Context: an optimization exercise on an open-source flow, tuned for small area and a short achievable clock period. The choices shown serve that exercise and are no tape-out recipe.
No functional check of the RTL was part of any run shown here.

## flow/design.v (module list and top-level ports; edited modules follow where they fit)
// module fir3_fa: 4 lines
// module fir3_ha: 4 lines
// module fir3_a22oi: 3 lines
// module fir3_a222oi: 3 lines
// module fir3_sel: 3 lines
// module fir3_xnor2: 3 lines
// module fir3_xor2: 3 lines
// module fir3_nand2: 3 lines
// module fir3_nor2: 3 lines
// module fir3_and2: 3 lines
// module fir3_or2: 3 lines
// module fir3_inv: 3 lines
// module fir3_invd: 3 lines
// module fir3_nor2d: 3 lines
// module fir3_nand2d: 3 lines
// module fir3_a21oid: 3 lines
// module fir3_o21aid: 3 lines
// module fir3_a21oi: 3 lines
// module fir3_o21ai: 3 lines
// module fir3_top: 3208 lines
module fir3_top #(
  parameter int W  = 32,
  parameter int XW = 16
) (
  input  logic          CLK,
  input  logic          rst,
  input  logic [XW-1:0] h0,
  input  logic [XW-1:0] h1,
  input  logic [XW-1:0] h2,
  input  logic [XW-1:0] x,
  output logic [W-1:0]  y
);
  // ...
==> flow/flow/run.sh <==
#!/bin/bash
set -euo pipefail
here=$(pwd)
F=$here/flow
sed "s#^hierarchy -check -top \$::env(DESIGN_NAME)\$#&\ntechmap -map $F/leafmap.v#" \
  "$FLOW_HOME/scripts/synth.tcl" > "$here/synth_leaf.tcl"
grep -q "^techmap -map $F/leafmap.v" "$here/synth_leaf.tcl"
sed "s#source \$::env(SCRIPTS_DIR)/synth.tcl#source $here/synth_leaf.tcl#" \
  "$here/synth_recipe.tcl" > "$here/synth_own.tcl"
grep -q "source $here/synth_leaf.tcl" "$here/synth_own.tcl"
bash standard.sh \
  SYNTH_SCRIPT="$here/synth_own.tcl" \
  DONT_BUFFER_PORTS=1 \
  PRE_GLOBAL_PLACE_TCL="$F/ports.tcl" \
  finish > "$here/standard_finish.log" 2>&1
==> flow/flow/leafmap.v <==
// Maps the design's leaf modules one-to-one onto library cells.
module fir3_fa (input a, b, c, output s, co);
  sky130_fd_sc_hd__fa_1 _TECHMAP_REPLACE_ (.A(a), .B(b), .CIN(c), .SUM(s), .COUT(co));
endmodule

module fir3_ha (input a, b, output s, co);
  sky130_fd_sc_hd__ha_1 _TECHMAP_REPLACE_ (.A(a), .B(b), .SUM(s), .COUT(co));
endmodule

module fir3_sel (input one, two, hi, hm, output mn);
  sky130_fd_sc_hd__a22oi_1 _TECHMAP_REPLACE_ (.A1(one), .A2(hi), .B1(two), .B2(hm), .Y(mn));
endmodule

module fir3_xnor2 (input a, b, output y);
  sky130_fd_sc_hd__xnor2_1 _TECHMAP_REPLACE_ (.A(a), .B(b), .Y(y));
endmodule

module fir3_xor2 (input a, b, output y);
  sky130_fd_sc_hd__xor2_1 _TECHMAP_REPLACE_ (.A(a), .B(b), .X(y));
endmodule

module fir3_nand2 (input a, b, output y);
  sky130_fd_sc_hd__nand2_1 _TECHMAP_REPLACE_ (.A(a), .B(b), .Y(y));
endmodule

module fir3_nor2 (input a, b, output y);
  sky130_fd_sc_hd__nor2_1 _TECHMAP_REPLACE_ (.A(a), .B(b), .Y(y));
endmodule

module fir3_inv (input a, output y);
  sky130_fd_sc_hd__inv_1 _TECHMAP_REPLACE_ (.A(a), .Y(y));
endmodule

module fir3_a21oi (input a1, a2, b1, output y);
  sky130_fd_sc_hd__a21oi_1 _TECHMAP_REPLACE_ (.A1(a1), .A2(a2), .B1(b1), .Y(y));
endmodule

module fir3_o21ai (input a1, a2, b1, output y);
  sky130_fd_sc_hd__o21ai_1 _TECHMAP_REPLACE_ (.A1(a1), .A2(a2), .B1(b1), .Y(y));
endmodule

module fir3_invd (input a, output y);
  sky130_fd_sc_hd__inv_2 _TECHMAP_REPLACE_ (.A(a), .Y(y));
endmodule

module fir3_nor2d (input a, b, output y);
  sky130_fd_sc_hd__nor2_2 _TECHMAP_REPLACE_ (.A(a), .B(b), .Y(y));
endmodule

module fir3_nand2d (input a, b, output y);
  sky130_fd_sc_hd__nand2_2 _TECHMAP_REPLACE_ (.A(a), .B(b), .Y(y));
endmodule

module fir3_a21oid (input a1, a2, b1, output y);
  sky130_fd_sc_hd__a21oi_2 _TECHMAP_REPLACE_ (.A1(a1), .A2(a2), .B1(b1), .Y(y));
endmodule

module fir3_o21aid (input a1, a2, b1, output y);
  sky130_fd_sc_hd__o21ai_2 _TECHMAP_REPLACE_ (.A1(a1), .A2(a2), .B1(b1), .Y(y));
endmodule

module fir3_and2 (input a, b, output y);
  sky130_fd_sc_hd__and2_1 _TECHMAP_REPLACE_ (.A(a), .B(b), .X(y));
endmodule

module fir3_or2 (input a, b, output y);
  sky130_fd_sc_hd__or2_1 _TECHMAP_REPLACE_ (.A(a), .B(b), .X(y));
endmodule

module fir3_a22oi (input a1, a2, b1, b2, output y);
  sky130_fd_sc_hd__a22oi_1 _TECHMAP_REPLACE_ (.A1(a1), .A2(a2), .B1(b1), .B2(b2), .Y(y));
endmodule

module fir3_a222oi (input a1, a2, b1, b2, c1, c2, output y);
  sky130_fd_sc_hd__a222oi_1 _TECHMAP_REPLACE_ (.A1(a1), .A2(a2), .B1(b1), .B2(b2), .C1(c1), .C2(c2), .Y(y));
endmodule
==> flow/flow/ports.tcl <==
# Sourced before global placement (PRE_GLOBAL_PLACE_TCL, with DONT_BUFFER_PORTS=1).
# Buffers every input and output port (the clock port excepted, as buffer_ports
# does) at the same point of the flow as the standard port buffering, right after
# remove_buffers: buf_4 on the inputs (the coefficient bits each drive 16 cells),
# then buf_1 for the sample inputs x, which drive one register each, and buf_1 on
# the outputs.
proc my_buffer_ports {} {
  buffer_ports -inputs -buffer_cell sky130_fd_sc_hd__buf_4
  buffer_ports -outputs -buffer_cell sky130_fd_sc_hd__buf_1
  foreach bterm [[ord::get_db_block] getBTerms] {
    if { ![string match {x\[*\]} [$bterm getName]] } {
      continue
    }
    foreach iterm [[$bterm getNet] getITerms] {
      set inst [$iterm getInst]
      if { [[$inst getMaster] getName] == "sky130_fd_sc_hd__buf_4" } {
        replace_cell [get_cells [$inst getName]] sky130_fd_sc_hd__buf_1
      }
    }
  }
}
if { $::env(GPL_TIMING_DRIVEN) } {
  rename remove_buffers my_orig_remove_buffers
  proc remove_buffers {args} {
    my_orig_remove_buffers {*}$args
    my_buffer_ports
  }
} else {
  my_buffer_ports
}
==> flow/standard.sh <==
#!/bin/bash
# synth_recipe.tcl (not shown) runs the flow's synth.tcl, then flattens the netlist and writes it again
# the make line also repeats each setting of config.mk as NAME=value (left out here)
make -C /OpenROAD-flow-scripts/flow DESIGN_CONFIG=/design/flow/config.mk WORK_HOME=/design/flow/orfs CLKGATE_MAP_FILE= SYNTH_SCRIPT=/design/flow/synth_recipe.tcl "${@:-finish}"
==> flow/config.mk <==
export PLATFORM = sky130hd
export DESIGN_NAME = fir3_top
export DESIGN_NICKNAME = fir3_top
export VERILOG_FILES = /design/flow/design.v
export SDC_FILE = /design/flow/constraint.sdc
export NUM_CORES = 4
export LEC_CHECK = 0
export ABC_AREA = 1
export CAP_MARGIN = 20
export CORE_MARGIN = 2
export CORE_UTILIZATION = 40
export CTS_BUF_LIST = sky130_fd_sc_hd__clkbuf_4 sky130_fd_sc_hd__clkbuf_8
export SLEW_MARGIN = 20
==> flow/constraint.sdc <==
create_clock -name core_clock -period 10.0 [get_ports {CLK}]
set_input_delay 2.0000 -clock core_clock [delete_from_list [all_inputs] [get_ports {CLK}]]
set_output_delay 2.0000 -clock core_clock [all_outputs]
set_load 0.01 [all_outputs]
==> flow_metrics.tcl, run 1 <==
set metrics [dict create \
    nFlopsAndLatches 83 \
    worstPathCellList "buf_4, inv_2, a222oi_1, fa_1, fa_1, fa_1, fa_1, fa_1, fa_1, fa_1, fa_1, nor2_1, o21ai_1, a21oi_1, o21ai_1, a21oi_1, o21ai_1, xnor2_1" \
    whs_path_depth 0 \
    layout_commonest_cell "fa_1" \
    drt-initial-drc-count 5179 \
    clk_pin_slew_worst_paths_ps 100 \
    worstReg2RegEnd "y_q[25]$_DFF_PN0_" \
    dominant_cells "multi-input combinational cells" \
    largest_register_ff_count 32 \
    port_buffers 97 \
    clockBufferCount 9 \
    placedInstanceArea_sq_um 18330 \
    synth_edf_count 0 \
    yosysMostFrequentCell "fa_1" \
    place_ws_ps 2055 \
    inverters 214 \
    grt_pass1_vias 15778 \
    crit_family "adder cells" \
    critical_path.endpoint "y_q[25]$_DFF_PN0_" \
    met3_usage_pct 13.56 \
    status "finished clean" \
    cts_tree "yes" \
    use_met2_pct 50.06 \
    path_buf_inv 2 \
    clock_path_buffers 2 \
    top_register "y_q" \
    fin_area_sq_um 18530 \
    syn_area_sq_um 17100 \
    grt_max_degree 53 \
    timing.critical_path.depth 18 \
    h-tree-depth 3 \
    cts_made_buffers 9 \
    nFillCells 4050 \
    synthMuxAreaShare_pct 0 \
    rsz0062_at_grt "no" \
    startpoint "h0[12]" \
    highest_layer "met4" \
]
==> inputs of run 2 (changes only) <==
--- a/flow/config.mk
+++ b/flow/config.mk
@@ -11,3 +11,2 @@
 export CORE_UTILIZATION = 40
-export CTS_BUF_LIST = sky130_fd_sc_hd__clkbuf_4 sky130_fd_sc_hd__clkbuf_8
 export SLEW_MARGIN = 20
==> run 2 against run 1 <==
  * Still clean on timing, DRC and antenna
  * Sequential share of layout area is 0.059 points lower
  * Worst setup slack got worse by 130 ps
  * First-iteration DRC count is 5.8% lower
  * Critical path depth did not move
  * Wire length barely moved
  * Sequential cell count stayed put
  * Maximum frequency is 1.8% lower
  * Count of clock-buffer cells in the layout unchanged
  * Via count rose by 0.27%
  * Critical path type unchanged
==> flow_metrics.tcl, run 2 <==
set metrics [dict create \
    gp_congestion 1.030 \
    grt_pass1_vias 15753 \
    yosysMostFrequentCell "fa_1" \
    hpwl_mm 56.12 \
    rrSetupSlack_ps 3510 \
    antenna_found_initial 0 \
    syn_area_per_cell_sq_um 10.97 \
    use_met2_pct 49.83 \
    io_pins 98 \
    path_buf_inv 2 \
    dieWidth_um 210.8 \
    cp_slowest_cell "fa_1" \
    placedInstanceArea_sq_um 18330 \
    cap_violations 0 \
    yosysTopAreaCell "fa_1" \
    worstPathCellList "buf_4, inv_2, a222oi_1, fa_1, fa_1, fa_1, fa_1, fa_1, fa_1, fa_1, fa_1, nor2_1, o21ai_1, a21oi_1, o21ai_1, a21oi_1, o21ai_1, xnor2_1" \
    use_met1_pct 43.81 \
    drt-total-wl_mm 72.08 \
    syn_area_sq_um 17100 \
    drv_slew 0 \
    syn_inst 1559 \
    holdWs_ps 397.5 \
    cts_resized 0 \
    largest_register_ff_count 32 \
    final_cell_mix "368 x fa_1, 336 x a222oi_1, 141 x nand2_1" \
    synth_edf_count 0 \
    die_y_um 210.8 \
    overflow 0 \
    busiest_layer "met2" \
    viasPerCell 7.202 \
    finClkSkew_ps 18.38 \
    post_cts_buffers 0 \
    yosysSeqAreaShare_pct 12.14 \
    crit_family "adder cells" \
    max-slew-margin-rel_pct 22.44 \
    fmax_mhz 130.8 \
    end_kind "flop" \
    clk_latency_ps 400 \
    rows 75 \
    h-tree-depth 3 \
    status "finished clean" \
    period_needed_ps 7644 \
    grt_pass1_wl_mm 106.7 \
    synth_area_leaders "fa_1 43%, a222oi_1 20%, dfrtp_1 12%, xnor2_1 4.3%, nand2_1 3.1%" \
    grt_usage_pct 32.74 \
    port_buffers 97 \
    fin_crit_sh_pct 76.44 \
    n_antenna_cell 0 \
    drive_above_1_share_pct 11.96 \
    critPathLaunchType "primary input" \
    required_ps 10270 \
    drc 0 \
    clockRootBuffer "clkbuf_16" \
    syn_nets 2021 \
    top_register "y_q" \
    yosys-top-cells-count "368 x fa_1, 336 x a222oi_1, 141 x nand2_1, 130 x inv_2" \
    cts_made_buffers 9 \
    crit_type "in2reg" \
    core_area_sq_um 42040 \
    ys.flop_type "dfrtp_1" \
    layout_commonest_cell "fa_1" \
    vias 15923 \
    met3_usage_pct 12.86 \
    ys_ff_latch 83 \
    drt-pass1-iter-count 17 \
    cts_tree "yes" \
    cp_max_fo 17 \
    nets 2130 \
    hold_viol 0 \
    grt_max_degree 53 \
    clk_pin_slew_worst_paths_ps 70 \
    fin_area_sq_um 18630 \
    area_growth_pct 8.933 \
    drt-initial-drc-count 4881 \
    dieArea_sq_um 44430 \
    yosysWarnings 1 \
    max_stage_delay_ps 570 \
    start_util_pct 40.68 \
    finalSetupViolations 0 \
    clock_path_buffers 2 \
    crit_path_frequent_cell "fa_1" \
    tightest_slew_ps 1163 \
    wl_per_cell_um 32.60 \
    hp-class "reg2reg" \
    yosysUniqueCellTypes 16 \
    tns_ps 0 \
    critPathArrivalTime_ps 7910 \
    async_flop_share_pct 100.0 \
    cts_sinks 83 \
    ant_nets 0 \
    rsz0062_at_grt "no" \
    synth_top_area_share_pct 43.08 \
    cts_hold_buf 0 \
]
## run 2: cell counts after synthesis
Identical to the previous run, type by type.
## run 2: worst paths after layout
check | end | startpoint | depth (start not counted)
worst min register to register | d1_q[14]$_DFF_PN0_ | d0_q[14]$_DFF_PN0_ | 0
worst max-delay path | y_q[25]$_DFF_PN0_ | h0[12] | 18
worst max register to register | y_q[25]$_DFF_PN0_ | d0_q[0]$_DFF_PN0_ | 18
min in group asynchronous | y_q[29]$_DFF_PN0_ | rst | 1
max in group asynchronous | d1_q[9]$_DFF_PN0_ | rst | 2
worst min-delay path | d1_q[14]$_DFF_PN0_ | d0_q[14]$_DFF_PN0_ | 0
## run 2: final cells by class
class / count / area [sq um]
repair buffers: 98 / 555.5
well taps: 539 / 674.4
inverters: 214 / 803.3
clock buffers: 9 / 225.2
multi-input cells: 1262 / 14220
fillers: 4042 / 23410
clock inverters: 6 / 72.57
flip-flops and latches: 83 / 2077
## run 2: logic make-up (layout without fill, tap and decap cells)
logic type / count (synthesis) / after routing / share of synthesized area [%]
AO/OA/AOI/OAI: 497 / 497 / 25.39
adder cells (fa/ha/maj): 396 / 396 / 45.12
AND/OR/NAND/NOR: 233 / 233 / 5.684
buffers and inverters: 214 / 327 / 4.697
XOR/XNOR: 136 / 136 / 6.965
flip-flops: 83 / 83 / 12.14
## run 2: routing by layer
layer	wire length [um]	share of wire [%]
met5	0	0
met4	2195	3.0
met3	11410	16
met2	31040	43
met1	27430	38
## run 2: through the flow
step,worst slack (ps),util (%),std cells
after detailed placement,2055,43.61,2196
after CTS,2462,44.32,2211
after floorplan,3143,-,1559
after global placement,2044,43.61,2196
final,2356,44.32,2211
after global routing,2086,44.32,2211
## run 2: worst register-to-register path: cells and delay by family (launching register included)
family,cells,cell delay (ps)
and+or+nand+nor,2,380
adders and majority gates,8,3820
buffers and inverters,1,190
xor gates and xnor gates,1,190
AOI/OAI and AO/OA,6,1400
DFF,1,410
==> inputs of run 3 (changes only) <==
--- a/flow/config.mk
+++ b/flow/config.mk
@@ -9,2 +9,4 @@
 export CAP_MARGIN = 20
+export CELL_PAD_IN_SITES_DETAIL_PLACEMENT = 1
+export CELL_PAD_IN_SITES_GLOBAL_PLACEMENT = 1
 export CORE_MARGIN = 2
==> run 3 against run 2 <==
  * Die area stayed put
  * Synthesized area unchanged
  * Worst setup slack better by 110 ps
  * Count of clock-buffer cells in the layout did not move
  * Hold slack got worse by 8.4 ps
  * Clock skew increased by 9.5 ps
  * Non-clock buffer count grew 4
  * Final cell count rose by 0.23%
  * Highest routed layer unchanged
==> flow_metrics.tcl, run 3 <==
set metrics [dict create \
    status "finished clean" \
    async_flop_share_pct 100.0 \
    final_cell_mix "368 x fa_1, 336 x a222oi_1, 141 x nand2_1" \
    dieWidth_um 210.8 \
    yosysWarnings 1 \
    placedInstanceArea_sq_um 18350 \
    drv_slew 0 \
    required_ps 10270 \
    wl_per_cell_um 34.73 \
    drive_above_1_share_pct 12.22 \
    yosysTopAreaCell "fa_1" \
    syn_nets 2021 \
    grt_pass1_wl_mm 112.6 \
    syn_inst 1559 \
    viasPerCell 7.257 \
    cp_max_fo 17 \
    synth_area_leaders "fa_1 43%, a222oi_1 20%, dfrtp_1 12%, xnor2_1 4.3%, nand2_1 3.1%" \
    dp_cells 2198 \
    antenna_found_initial 1 \
    synth_top_area_share_pct 43.08 \
    io_pins 98 \
    yosys-top-cells-count "368 x fa_1, 336 x a222oi_1, 141 x nand2_1, 130 x inv_2" \
    drt-pass1-iter-count 17 \
    start_util_pct 40.68 \
    grt_pass1_vias 16250 \
    die_y_um 210.8 \
    tightest_slew_ps 841.5 \
    hpwl_mm 60.34 \
    fin_area_sq_um 18660 \
    cap_violations 0 \
    n_antenna_cell 0 \
    core_area_sq_um 42040 \
    cts_tree "yes" \
    max-slew-margin-rel_pct 43.90 \
    layout_commonest_cell "fa_1" \
    syn_area_sq_um 17100 \
    drc 0 \
    grt_usage_pct 34.99 \
    yosysSeqAreaShare_pct 12.14 \
    hold_viol 0 \
    yosysMostFrequentCell "fa_1" \
    gp_congestion 0.9536 \
    area_growth_pct 9.101 \
    fmax_mhz 132.8 \
    drt-total-wl_mm 76.96 \
    h-tree-depth 3 \
    clk_pin_slew_worst_paths_ps 70 \
    cts_hold_buf 0 \
    multi_input_area_sq_um 14220 \
    dieArea_sq_um 44430 \
    port_buffers 97 \
    clockRootBuffer "clkbuf_16" \
    fin_crit_sh_pct 75.30 \
    hp-class "reg2reg" \
    overflow 0 \
    grt_max_degree 58 \
    cts_resized 0 \
    cts_made_buffers 9 \
    rsz0062_at_grt "no" \
    post_cts_buffers 0 \
    finClkSkew_ps 27.92 \
    vias 16082 \
    nets 2134 \
    tns_ps 0 \
    crit_type "in2reg" \
    drt-initial-drc-count 4785 \
    largest_register_ff_count 32 \
    period_needed_ps 7530 \
    layout.cells.non_filler 2216 \
    finalSetupViolations 0 \
    ant_nets 0 \
    critPathLaunchType "primary input" \
    cts_sinks 83 \
    nFillCells 4651 \
    synth_edf_count 0 \
    ys.flop_type "dfrtp_1" \
    top_register "y_q" \
    critPathArrivalTime_ps 7800 \
    ys_ff_latch 83 \
    end_kind "flop" \
    final-seq-area_sq_um 2077 \
    clk_latency_ps 410 \
    yosysUniqueCellTypes 16 \
    clock_path_buffers 2 \
    syn_area_per_cell_sq_um 10.97 \
    rows 75 \
]
[run 3: cells by family after synthesis]
group | synth area share, %
AO/OA/AOI/OAI | 25.39
adder cells (fa/ha/maj) | 45.12
AND/OR/NAND/NOR | 5.684
buffers and inverters | 4.697
XOR/XNOR | 6.965
flip-flops | 12.14
[run 3: final cells by class]
type / instances / share of cell area [%]
clock inverters: 7 / 0.4090
well taps: 539 / 3.614
clock buffers: 9 / 1.207
flip-flops and latches: 83 / 11.13
repair buffers: 102 / 3.111
inverters: 214 / 4.305
multi-input cells: 1262 / 76.22
[run 3: path summary, 6_finish.rpt]
path | startpoint | endpoint | slack [ps] | depth (start not counted)
worst max-delay path | h0[12] | y_q[25]$_DFF_PN0_ | 2470 | 18
worst min-delay path | d1_q[14]$_DFF_PN0_ | d2_q[14]$_DFF_PN0_ | 390 | 0
worst max register to register | d0_q[0]$_DFF_PN0_ | y_q[25]$_DFF_PN0_ | 3520 | 18
worst min register to register | d1_q[14]$_DFF_PN0_ | d2_q[14]$_DFF_PN0_ | 390 | 0
max in group asynchronous | rst | d0_q[14]$_DFF_PN0_ | 7360 | 2
min in group asynchronous | rst | y_q[10]$_DFF_PN0_ | 1480 | 1
[run 3: layer usage]
| layer | GRT usage [%] | vias to the layer above | part of all wire (%) |
|---|---|---|---|
| met3 | 13.13 | 166 | 15 |
| met4 | 8.548 | 0 | 2.5 |
| met2 | 52.59 | 1354 | 43 |
| li1 | - | 6323 | - |
| met1 | 47.92 | 8239 | 39 |
| met5 | 0 | - | 0 |
[run 3: worst max-delay path: stages]
cell and delay (ps):
buf_4 200, inv_2 100, a222oi_1 410, fa_1 560, fa_1 570, fa_1 500
fa_1 460, fa_1 400, fa_1 460, fa_1 400, fa_1 490, nor2_1 200
o21ai_1 120, a21oi_1 280, o21ai_1 160, a21oi_1 160, o21ai_1 160, xnor2_1 160
[run 3: metrics by stage]
stage	worst slack (ps)	hold WS (ps)	util, %
CTS	2542	391.4	44.35
global route	2188	416.4	44.38
detailed placement	2141	380.5	43.64
floorplan	3143	372.7	-
global placement	2143	379.2	43.63
finish	2470	389.0	44.38

==> separate check: timing with driven ports <==
The flow's constraints put no driver on any port. The routed layouts listed below were extracted and timed again, unchanged, in two steps.
Step 1: set_driving_cell puts a clkbuf_16 on CLK and a buf_2 on each other input, an assumption about the parent block.
Step 2 moves the port delays by t, midway between the first and last clock arrival at a register: inputs arrive t later, outputs are due t later. That takes back most of the time a late clock gives input paths.
Three values: no drivers, after step 1, after step 2; two values: the first two.
| run | t, ns | slack for setup (ns) | clock arrival spread, ns | slew at the worst register clock pin (ns) | worst slew at a driven data input, ns |
|---|---|---|---|---|---|
| run 1 | 0.504 | 2.491 / 2.521 / 2.018 | 0.025 / 0.025 | 0.12 / 0.12 | 0.04 |
| run 2 | 0.449 | 2.356 / 2.384 / 1.936 | 0.018 / 0.019 | 0.08 / 0.08 | 0.04 |
| run 3 | 0.459 | 2.470 / 2.499 / 2.041 | 0.028 / 0.029 | 0.10 / 0.10 | 0.05 |
After both steps setup and hold are still met in every run listed. For run 1, which loses most, drivers alone change the setup slack by +0.030 ns; drivers and shift together by -0.473 ns.
